What follows belongs to an exercise in optimizing a design on an open flow for small area, a short achievable clock period and few clock cycles per item; a production flow would make more cautious choices. The RTL was checked by simulation tests, not by an equivalence proof against the original design. Power and IR drop assume default switching activity.

==> flow/design.v (excerpt) <==
module matrix_mem_sequencer #(
  parameter int ADDR_W = 8,
  parameter int DATA_W = 256,
  parameter int RD_LAT = 2
) (
  input  logic              clk,
  input  logic              rst,
  input  logic              start,
  input  logic [ADDR_W-1:0] addr_a,
  input  logic [ADDR_W-1:0] addr_b,
  input  logic [ADDR_W-1:0] addr_c,
  output logic              busy,
  output logic              done,
  output logic [ADDR_W-1:0] ram_addr,
  output logic              ram_wren,
  output logic [DATA_W-1:0] ram_wdata,
  input  logic [DATA_W-1:0] ram_rdata,
  output logic [DATA_W-1:0] mat_a,
  output logic [DATA_W-1:0] mat_b,
  input  logic [DATA_W-1:0] mat_c
);
  localparam int DEPTH = 4;
  logic [ADDR_W-1:0] q_a   [DEPTH];
  logic [ADDR_W-1:0] q_b   [DEPTH];
  logic [ADDR_W-1:0] q_c   [DEPTH];
  logic              q_v   [DEPTH];   
  logic              q_ra  [DEPTH];   
  logic              q_rb  [DEPTH];   
  logic              q_ab  [DEPTH];   
  logic              q_fb  [DEPTH];   
  logic              q_h1b [DEPTH];   
  logic              q_h2a [DEPTH];   
  logic              q_h2b [DEPTH];   
  ...
==> flow/config.mk <==
export PLATFORM = sky130hd
export DESIGN_NAME = matrix_mem_sequencer
export DESIGN_NICKNAME = matrix_mem_sequencer
export VERILOG_FILES = /design/flow/design.v
export SDC_FILE = /design/flow/constraint.sdc
export NUM_CORES = 4
export LEC_CHECK = 0
export CAP_MARGIN = 20
export CORE_AREA = 5 5 295 295
export DIE_AREA = 0 0 300 300
export SLEW_MARGIN = 20
==> flow/constraint.sdc <==
create_clock -name core_clock -period 3.5 [get_ports {clk}]
set_input_delay 0.7000 -clock core_clock [delete_from_list [all_inputs] [get_ports {clk}]]
set_output_delay 0.7000 -clock core_clock [all_outputs]
set_load 0.01 [all_outputs]
run.sh (not shown) runs the stock make flow with config.mk's settings and CLKGATE_MAP_FILE= SYNTH_SCRIPT=/design/flow/synth_recipe.tcl, a recipe that flattens the netlist after the stock synthesis.
The baseline aborted during 3_2_place_iop, error PPL-0024.
Testbench counts at the start, summed over its fixed seeds: cycles 8,227, items 3,200.
Then changed:
CORE_AREA = 5 5 475 475   (was 5 5 295 295)
DIE_AREA = 0 0 480 480   (was 0 0 300 300)
After rerunning: The new run passed the timing, DRC and antenna checks; synthesized area is unchanged; synthesized cell count does not change.

* * *

matrix_mem_sequencer, a different RTL version from the one above (not shown whole).
For scale: roughly 1900 cells after synthesis, about 670 flip-flops, ~31000 µm² of cells after synthesis.
Settings: LEC_CHECK=0, CAP_MARGIN=20, CORE_AREA=3 3 317 317, DIE_AREA=0 0 320 320, SETUP_SLACK_MARGIN=1.3, SLEW_MARGIN=20; clock period 3.5 ns.
standard.sh (not shown) runs the stock make flow with config.mk's settings and CLKGATE_MAP_FILE= SYNTH_SCRIPT=/design/flow/synth_recipe.tcl, a recipe that flattens the netlist after the stock synthesis.
==> flow/flow/run.sh <==
#!/bin/bash
# Standard ORFS layout with small port buffers: buf_1 on inputs, buf_2 on
# outputs. make's full output goes to standard_flow.log; each ORFS step also
# keeps its own log under orfs/logs.
set -euo pipefail
W=$(pwd)
export PRE_GLOBAL_PLACE_TCL=$W/flow/bufports.tcl
export BUFFER_PORTS_ARGS="-outputs -buffer_cell sky130_fd_sc_hd__buf_2"
if [[ -f $W/flow/pins.args ]]; then export PLACE_PINS_ARGS="$(cat $W/flow/pins.args)"; fi
bash standard.sh > $W/standard_flow.log 2>&1
==> flow/flow/bufports.tcl <==
# Input ports get a small buffer here; the standard flow's buffer_ports call (BUFFER_PORTS_ARGS)
# buffers the outputs. dont_touch keeps remove_buffers from taking the input
# buffers out again before placement.
buffer_ports -inputs -buffer_cell sky130_fd_sc_hd__buf_1
foreach inst [get_cells input*] { set_dont_touch $inst }
==> flow/flow/pins.args <==
-min_distance 1 -min_distance_in_tracks
Testbench counts at the start, summed over its fixed seeds: cycles 8,227, items 3,200.
Rerun with:
==> flow/flow/run.sh (replaced) <==
#!/bin/bash
# Standard ORFS layout with small port buffers (buf_1 on inputs and on
# outputs) and the five datapath pins of each bit placed side by side.
# make's full output goes to standard_flow.log; each ORFS step also keeps its
# own log under orfs/logs.
set -euo pipefail
W=$(pwd)
export PRE_GLOBAL_PLACE_TCL=$W/flow/bufports.tcl
export POST_GLOBAL_PLACE_TCL=$W/flow/unbuf.tcl
export BUFFER_PORTS_ARGS="-outputs -buffer_cell sky130_fd_sc_hd__buf_1"
args="-min_distance 1 -min_distance_in_tracks"
for i in $(seq 0 255); do
  args="$args -group_pins {mat_c[$i] ram_rdata[$i] mat_a[$i] ram_wdata[$i] mat_b[$i]}"
done
export PLACE_PINS_ARGS="$args"
export CTS_ARGS="-repair_clock_nets"
bash standard.sh > $W/standard_flow.log 2>&1
==> flow/flow/unbuf.tcl (new file) <==
# The input buffers were dont_touch only to survive remove_buffers; clear it
# so later steps treat them like any cell, and tie their supply pins with the
# platform's global connections.
foreach inst [get_cells input*] { unset_dont_touch $inst }
global_connect
- SETUP_SLACK_MARGIN: 1.3 -> 1.5
removed: flow/flow/pins.args
After rerunning:
- The new run went through all stages and came out clean
- first-iteration DRC count decreases by 29%
- wire length decreases by about 24%
- total power increases by about 0.9%
- clock power increases by 5.9%
- register-to-register slack improved by 0.11 ns
- final area decreases by 1.7%
Rerun with:
==> flow/flow/run.sh (replaced) <==
#!/bin/bash
# Standard ORFS layout with small port buffers: buf_1 on inputs, buf_2 on
# outputs. make's full output goes to standard_flow.log; each ORFS step also
# keeps its own log under orfs/logs.
set -euo pipefail
W=$(pwd)
export PRE_GLOBAL_PLACE_TCL=$W/flow/bufports.tcl
export BUFFER_PORTS_ARGS="-outputs -buffer_cell sky130_fd_sc_hd__buf_2"
if [[ -f $W/flow/pins.args ]]; then export PLACE_PINS_ARGS="$(cat $W/flow/pins.args)"; fi
bash standard.sh > $W/standard_flow.log 2>&1
==> flow/flow/pins.args (new file) <==
-min_distance 1 -min_distance_in_tracks
- SETUP_SLACK_MARGIN: 1.5 -> not set
removed: flow/flow/unbuf.tcl
Power is higher slightly.
Area after synthesis is unchanged.
Via count came out higher by a few percent.
Setup slack loses 0.44 ns.
Sequential power barely changes.
Clock skew went down by 0.0092 ns.
Final area came out higher by a few percent.
Rerun with:
==> flow/flow/run.sh (replaced) <==
#!/bin/bash
# Standard ORFS layout with small port buffers (buf_1 on inputs and on
# outputs) and the five datapath pins of each bit placed side by side.
# make's full output goes to standard_flow.log; each ORFS step also keeps its
# own log under orfs/logs.
set -euo pipefail
W=$(pwd)
export PRE_GLOBAL_PLACE_TCL=$W/flow/bufports.tcl
export POST_GLOBAL_PLACE_TCL=$W/flow/unbuf.tcl
export BUFFER_PORTS_ARGS="-outputs -buffer_cell sky130_fd_sc_hd__buf_1"
args="-min_distance 1 -min_distance_in_tracks"
for i in $(seq 0 255); do
  args="$args -group_pins {mat_c[$i] ram_rdata[$i] mat_a[$i] ram_wdata[$i] mat_b[$i]}"
done
export PLACE_PINS_ARGS="$args"
export CTS_ARGS="-sink_clustering_enable -repair_clock_nets -sink_clustering_size 25 -sink_clustering_max_diameter 100 -balance_levels"
bash standard.sh > $W/standard_flow.log 2>&1
==> flow/flow/unbuf.tcl (new file) <==
# The input buffers were dont_touch only to survive remove_buffers; clear it
# so later steps treat them like any cell, and tie their supply pins with the
# platform's global connections.
foreach inst [get_cells input*] { unset_dont_touch $inst }
global_connect
- SETUP_SLACK_MARGIN: not set -> 1.5
removed: flow/flow/pins.args
=> Utilization decreases by 2.4 points; routed wire length drops by 25%; count of clock-buffer cells in the layout shrinks by 48; first-iteration DRC count decreases by 33%; synthesized cell count is unchanged; sequential share of layout area rises by 3.3 points; synthesized area stays the same.

what the ideal ports hide:
The flow's constraints put no driver on any port. The routed layouts listed below were extracted and timed again, unchanged, in two steps.
Step 1: set_driving_cell puts a clkbuf_16 on clk and a buf_2 on each other input, an assumption about the parent block.
Step 2 moves the port delays by t, midway between the first and last clock arrival at a register: inputs arrive t later, outputs are due t later. That takes back most of the time a late clock gives input paths.
Slacks: ideal ports / drivers / drivers and shift; pairs: ideal ports / drivers.
| run | t, ns | slack for setup (ns) | hold WS [ns] |
|---|---|---|---|
| the second run of note 1 | 0.778 | 0.591 / 0.512 / 0.536 | 0.432 / 0.432 / 0.432 |
| the first run of note 2 | 0.692 | 1.346 / 1.285 / 0.966 | 0.188 / 0.350 / 0.430 |
| the second run of note 2 | 0.702 | 1.509 / 1.458 / 1.097 | 0.162 / 0.332 / 0.403 |
| the third run of note 2 | 0.710 | 1.069 / 1.069 / 0.700 | 0.176 / 0.328 / 0.432 |
| the fourth run of note 2 | 0.632 | 1.535 / 1.498 / 1.101 | 0.234 / 0.395 / 0.438 |
After both steps setup and hold are still met in every run listed. The setup slack of the fourth run of note 2, which loses most, moves by -0.037 ns with the drivers and by -0.434 ns with both steps.
